Context: an optimization exercise on an open-source flow, tuned for small area, a short achievable clock period and few clock cycles per item. The choices shown serve that exercise and are no tape-out recipe.
Where RTL was checked, it was by simulation tests only, not by an equivalence proof against the original.
Power is estimated from default activity; no workload was simulated.

Setup of willow:
// cycling_speed_cadence_packet_top
module cycling_speed_cadence_packet_top (
    input  wire                                  i_clk,
    input  wire                                  i_rst_n,
    input  wire                                  i_in_valid,
    output logic                                 o_in_stall,
    input  wire  [7:0]                           i_data_byte,
    input  wire                                  i_last_byte,
    input  wire  [31:0]                          i_now_ms,
    output logic                                 o_out_valid,
    input  wire                                  i_out_stall,
    output logic [7:0]                           o_speed_kmh,
    output logic [15:0]                          o_cadence_rpm,
    output logic                                 o_zero_interval,
    input  wire                                  psel,
    input  wire                                  penable,
    input  wire                                  pwrite,
    input  wire  [2:0]                           paddr,
    input  wire  [31:0]                          pwdata,
    output logic [31:0]                          prdata,
    output logic                                 pready
);
Size: roughly 2500 cells after synthesis, ~330 flip-flops, ~140 I/O pins, ~24000 um^2 of cells after synthesis.
Settings: LEC_CHECK=0, CAP_MARGIN=20, CORE_MARGIN=2, CORE_UTILIZATION=60, SETUP_SLACK_MARGIN=5, SLEW_MARGIN=20; clock period 10.0 ns.
run.sh (not shown) runs the stock make flow with config.mk's settings and CLKGATE_MAP_FILE= SYNTH_SCRIPT=/design/flow/synth_recipe.tcl, a recipe that flattens the netlist after the stock synthesis.
willow went all the way through the flow, and no timing, DRC or antenna check failed.
Testbench counts of willow, summed over its fixed seeds: cycles 18,016, items 1,600.
Input changes introduced in tundra (baseline for comparison: willow):
- SETUP_SLACK_MARGIN: 5 -> unset
- CORE_UTILIZATION: 60 -> 40
==> flow/flow/run.sh (new file) <==
#!/bin/bash
set -euo pipefail
bash standard.sh SETUP_SLACK_MARGIN=5.6 finish > standard_flow.log 2>&1
==> flow/standard.sh (new file) <==
#!/bin/bash
# synth_recipe.tcl (not shown) runs the flow's synth.tcl, then flattens the netlist and writes it again
# the make line also repeats each setting of config.mk as NAME=value (left out here)
make -C /OpenROAD-flow-scripts/flow DESIGN_CONFIG=/design/flow/config.mk WORK_HOME=/design/flow/orfs CLKGATE_MAP_FILE= SYNTH_SCRIPT=/design/flow/synth_recipe.tcl "${@:-finish}"
removed: flow/run.sh
Results
- Measured against each other, tundra and willow differ in global-route wire length before repair, the lower figure coming from willow.
- Compared with willow, tundra shows a setup slack of the critical path after layout that is 480 ps higher.
- Side by side, cell depth of the worst flop-to-flop path turned out higher in tundra than in willow.
- Total power: tundra above willow
- Relative to willow, period utilization has gone down in tundra.
The following lists how fjord was set up differently from tundra:
- putting CTS_BUF_LIST at sky130_fd_sc_hd__clkbuf_4 sky130_fd_sc_hd__clkbuf_8 where nothing was set
==> flow/flow/run.sh <==
#!/bin/bash
set -euo pipefail
bash standard.sh SETUP_SLACK_MARGIN=5.7 "BUFFER_PORTS_ARGS=-buffer_cell sky130_fd_sc_hd__buf_2" finish > standard_flow.log 2>&1
[summary]
fjord completed; timing, DRC and antenna clean
fjord against tundra: met2 wirelength from detailed routing was more or less identical; I/O pin count level.
For the net count of the finished layout, fjord came in 19 higher than tundra did.
Number of vias per cell essentially unchanged between tundra and fjord.
Power share of the clock group sits lower in fjord than in tundra.
Against tundra, fjord reports a global-route wire length before repair that is lower.
In the flow results for tundra and fjord, the post-route core utilization is larger on tundra.
From tundra to fjord the numbers moved as follows: total routing resource utilization after global routing saw a decrease; vias after detailed routing saw an increase.
Input changes introduced in amber (baseline for comparison: fjord):
- CTS_BUF_LIST no longer set, was sky130_fd_sc_hd__clkbuf_4 sky130_fd_sc_hd__clkbuf_8
==> notes.md <==
Finished, but not clean: amber, with capacitance limit, slew limit.
Between amber and fjord, the difference in core occupancy in the finished layout is negligible.
On register fraction of the total cell area, fjord tracks amber almost exactly.
Compared with fjord, in amber logic gate share of total power went down by 0.8 points, clock buffer instance count of the final layout went down by 47.
The inputs of maple differ from those of amber as listed below.
- CTS_BUF_LIST now sky130_fd_sc_hd__clkbuf_4, previously not set
### Flow results
maple: all stages complete, timing, DRC and antenna checks passed
Final cell area: maple below amber
On register area share after synthesis, maple tracks amber almost exactly.
Any difference in final cycle utilization of the critical path between maple and amber is small enough to ignore.

cycling_speed_cadence_packet_top, a different RTL version from the one above (not shown whole).
Size in the first run: roughly 2400 cells after synthesis, ~330 flip-flops, roughly 140 I/O pins, about 24000 sq um of cells after synthesis.
Settings: LEC_CHECK=0, CAP_MARGIN=20, CORE_MARGIN=2, CORE_UTILIZATION=40, CTS_BUF_LIST=sky130_fd_sc_hd__clkbuf_8, CTS_CLUSTER_DIAMETER=60, CTS_CLUSTER_SIZE=16, SLEW_MARGIN=20; clock period 10.0 ns.
standard.sh (not shown) runs the stock make flow with config.mk's settings and CLKGATE_MAP_FILE= SYNTH_SCRIPT=/design/flow/synth_recipe.tcl, a recipe that flattens the netlist after the stock synthesis.
==> flow/flow/run.sh <==
#!/bin/bash
set -euo pipefail
bash standard.sh SETUP_SLACK_MARGIN=5.7 "BUFFER_PORTS_ARGS=-buffer_cell sky130_fd_sc_hd__buf_2" finish > standard_flow.log 2>&1
Testbench counts at the start, summed over its fixed seeds: cycles 18,016, items 1,600.
Next try:
==> flow/flow/run.sh (replaced) <==
#!/bin/bash
set -euo pipefail
bash standard.sh SETUP_SLACK_MARGIN=5.62 "BUFFER_PORTS_ARGS=-buffer_cell sky130_fd_sc_hd__buf_2" finish > standard_flow.log 2>&1
--- a/flow/config.mk
+++ b/flow/config.mk
@@ -9,3 +9,3 @@
 export CORE_MARGIN = 2
-export CORE_UTILIZATION = 40
+export CORE_UTILIZATION = 55
 export CTS_BUF_LIST = sky130_fd_sc_hd__clkbuf_8
What happened: Via count drops by 1.5%. Core utilization rises by 16 points. Total power is higher by 0.36%. Worst setup slack gets worse by 0.015 ns. Sequential power barely changes. Combinational power stays flat. Clock-buffer cell count goes up by 2. First-iteration DRC count is higher by 0.88%.
Next try:
--- a/flow/config.mk
+++ b/flow/config.mk
@@ -9,3 +9,3 @@
 export CORE_MARGIN = 2
-export CORE_UTILIZATION = 55
+export CORE_UTILIZATION = 40
 export CTS_BUF_LIST = sky130_fd_sc_hd__clkbuf_8
Result: Cell area hardly moves; hold slack is about the same; global-route usage went down by 7.5 points.
Next try:
==> flow/flow/run.sh (replaced) <==
#!/bin/bash
set -euo pipefail
bash standard.sh SETUP_SLACK_MARGIN=5.55 "BUFFER_PORTS_ARGS=-buffer_cell sky130_fd_sc_hd__buf_2" finish > standard_flow.log 2>&1
What happened: Worst setup slack got worse by 0.048 ns. Wire length hardly moves. Final cell count stays flat.

Setup of cedar:
cycling_speed_cadence_packet_top again, from the RTL that the note above started with.
export LEC_CHECK = 0
export CAP_MARGIN = 20
export CORE_MARGIN = 2
export CORE_UTILIZATION = 40
export CTS_BUF_LIST = sky130_fd_sc_hd__clkbuf_16
export CTS_CLUSTER_DIAMETER = 80
export CTS_CLUSTER_SIZE = 24
export SLEW_MARGIN = 20
create_clock -name core_clock -period 10.0 [get_ports {i_clk}]
==> flow/flow/run.sh <==
#!/bin/bash
set -euo pipefail
bash standard.sh SETUP_SLACK_MARGIN=5.7 "BUFFER_PORTS_ARGS=-buffer_cell sky130_fd_sc_hd__buf_2" finish > standard_flow.log 2>&1
Testbench counts of cedar, summed over its fixed seeds: cycles 18,016, items 1,600.
Setup changes, cedar to juniper
- swapping 80 for 100 in CTS_CLUSTER_DIAMETER
- swapping 24 for 32 in CTS_CLUSTER_SIZE
==> comparison <==
cedar -> juniper: number of non-clock inverters in the layout delta 0, exact match
In the reports for cedar and juniper, the larger layout overhead on the synthesized area belongs to cedar.
Per the comparison of juniper with cedar, overall global routing resource usage held; final instance count without filler cells closely matched the old numbers; highest achievable clock rate comparable; count of clock-buffer cells in the layout shrank by 9.
Lower hold slack goes to cedar over juniper.
Of the two candidates, cedar has the worse power consumption and juniper the better one.
Compared with cedar, juniper ends up with less cell area.

## run 1
Another version of the RTL of cycling_speed_cadence_packet_top (not shown whole).
Size in the first run: ~2500 cells after synthesis, about 140 I/O pins, roughly 25000 um^2 of cells after synthesis.
// cycling_speed_cadence_packet_top
module cycling_speed_cadence_packet_top (
    input  wire                                  i_clk,
    input  wire                                  i_rst_n,
    input  wire                                  i_in_valid,
    output logic                                 o_in_stall,
    input  wire  [7:0]                           i_data_byte,
    input  wire                                  i_last_byte,
    input  wire  [31:0]                          i_now_ms,
    output logic                                 o_out_valid,
    input  wire                                  i_out_stall,
    output logic [7:0]                           o_speed_kmh,
    output logic [15:0]                          o_cadence_rpm,
    output logic                                 o_zero_interval,
    input  wire                                  psel,
    input  wire                                  penable,
    input  wire                                  pwrite,
    input  wire  [2:0]                           paddr,
    input  wire  [31:0]                          pwdata,
    output logic [31:0]                          prdata,
    output logic                                 pready
);
==> flow/config.mk <==
export PLATFORM = sky130hd
export DESIGN_NAME = cycling_speed_cadence_packet_top
export DESIGN_NICKNAME = cycling_speed_cadence_packet_top
export VERILOG_FILES = /design/flow/design.v
export SDC_FILE = /design/flow/constraint.sdc
export NUM_CORES = 4
export LEC_CHECK = 0
export CAP_MARGIN = 20
export CORE_MARGIN = 2
export CORE_UTILIZATION = 55
export CTS_BUF_LIST = sky130_fd_sc_hd__clkbuf_4
export SLEW_MARGIN = 20
==> flow/constraint.sdc <==
create_clock -name core_clock -period 10.0 [get_ports {i_clk}]
set_input_delay 2.0000 -clock core_clock [delete_from_list [all_inputs] [get_ports {i_clk}]]
set_output_delay 2.0000 -clock core_clock [all_outputs]
set_load 0.01 [all_outputs]
Scripts as last shown in full above: flow/flow/run.sh
Looking at the reports, run 1 completed the entire flow and the layout it produced met the timing, design-rule and antenna checks.
Inputs modified between run 1 and run 2:
# run 1
export LEC_CHECK = 0
export CAP_MARGIN = 20
export CORE_MARGIN = 2
export CORE_UTILIZATION = 55
export CTS_BUF_LIST = sky130_fd_sc_hd__clkbuf_4
export SLEW_MARGIN = 20
create_clock -name core_clock -period 10.0 [get_ports {i_clk}]
# run 2
export LEC_CHECK = 0
export CAP_MARGIN = 20
export CORE_MARGIN = 2
export CORE_UTILIZATION = 40
export CTS_BUF_LIST = sky130_fd_sc_hd__clkbuf_4
export SLEW_MARGIN = 20
create_clock -name core_clock -period 10.0 [get_ports {i_clk}]
## What came out
Run 2 finished end to end and its layout was clean on timing, DRC and antenna.
[run 2] routed length on met3 fell 5.0% relative to run 1
Run 1 has lower quantity of gates resized following cts than run 2.
Looking at clock share of power, run 2 sits 0.3 points higher than run 1 does.
[compare] base=run 1 new=run 2: register-to-register slack shows a reduction of 0.06 ns, fmax +about 0.44%, summed area of non-filler cells in the final layout now sits higher, number of rows created at floorplan grew by 17%, clock skew has decreased.
The run showing the smaller wire length is run 1.
No run of this note included a check of the RTL's function; only the layout flow was run.

[what the ideal ports hide]
The results above use ideal ports. As a check the final layouts listed here were re-extracted and re-timed, cells and wires unchanged. Step 1 assumes that a clkbuf_16 drives the clock port and a buf_2 every other input. Step 2 times the ports against the registers' clock, not the clock port: input delays grow and output delays shrink by t, the midpoint of the rising clock arrivals with the driver on. Three values: no drivers, after step 1, after step 2; two values: the first two.
run | t (ns) | slack for setup (ns) | hold slack, ns | slew at the worst register clock pin (ns) | cell pins on the clock port's net
willow | 0.617 | 5.119 / 5.099 / 4.620 | 0.453 / 0.453 / 0.453 | 0.06 / 0.06 | 1
tundra | 0.625 | 5.595 / 5.552 / 5.136 | 0.452 / 0.452 / 0.452 | 0.06 / 0.06 | 1
fjord | 0.735 | 5.630 / 5.525 / 5.189 | 0.454 / 0.454 / 0.454 | 0.07 / 0.07 | 1
amber | 0.629 | 5.629 / 5.525 / 5.244 | 0.454 / 0.454 / 0.454 | 0.06 / 0.06 | 1
maple | 0.897 | 5.630 / 5.521 / 5.057 | 0.453 / 0.453 / 0.453 | 0.07 / 0.07 | 1
the first run of note 2 | 0.679 | 5.633 / 5.524 / 5.192 | 0.461 / 0.461 / 0.461 | 0.10 / 0.10 | 1
the second run of note 2 | 0.663 | 5.618 / 5.526 / 5.161 | 0.458 / 0.458 / 0.458 | 0.11 / 0.11 | 1
the third run of note 2 | 0.681 | 5.622 / 5.529 / 5.110 | 0.458 / 0.458 / 0.458 | 0.11 / 0.11 | 1
the fourth run of note 2 | 0.687 | 5.573 / 5.550 / 5.061 | 0.454 / 0.454 / 0.454 | 0.11 / 0.11 | 1
cedar | 0.638 | 5.631 / 5.526 / 5.182 | 0.458 / 0.458 / 0.458 | 0.10 / 0.10 | 1
juniper | 0.613 | 5.619 / 5.514 / 5.270 | 0.462 / 0.462 / 0.462 | 0.12 / 0.12 | 1
run 1 | 0.889 | 5.608 / 5.491 / 4.943 | 0.460 / 0.460 / 0.460 | 0.07 / 0.07 | 1
run 2 | 0.893 | 5.627 / 5.524 / 5.032 | 0.462 / 0.462 / 0.462 | 0.08 / 0.08 | 1
For run 1, which loses most, drivers alone change the setup slack by -0.117 ns; drivers and shift together by -0.665 ns.
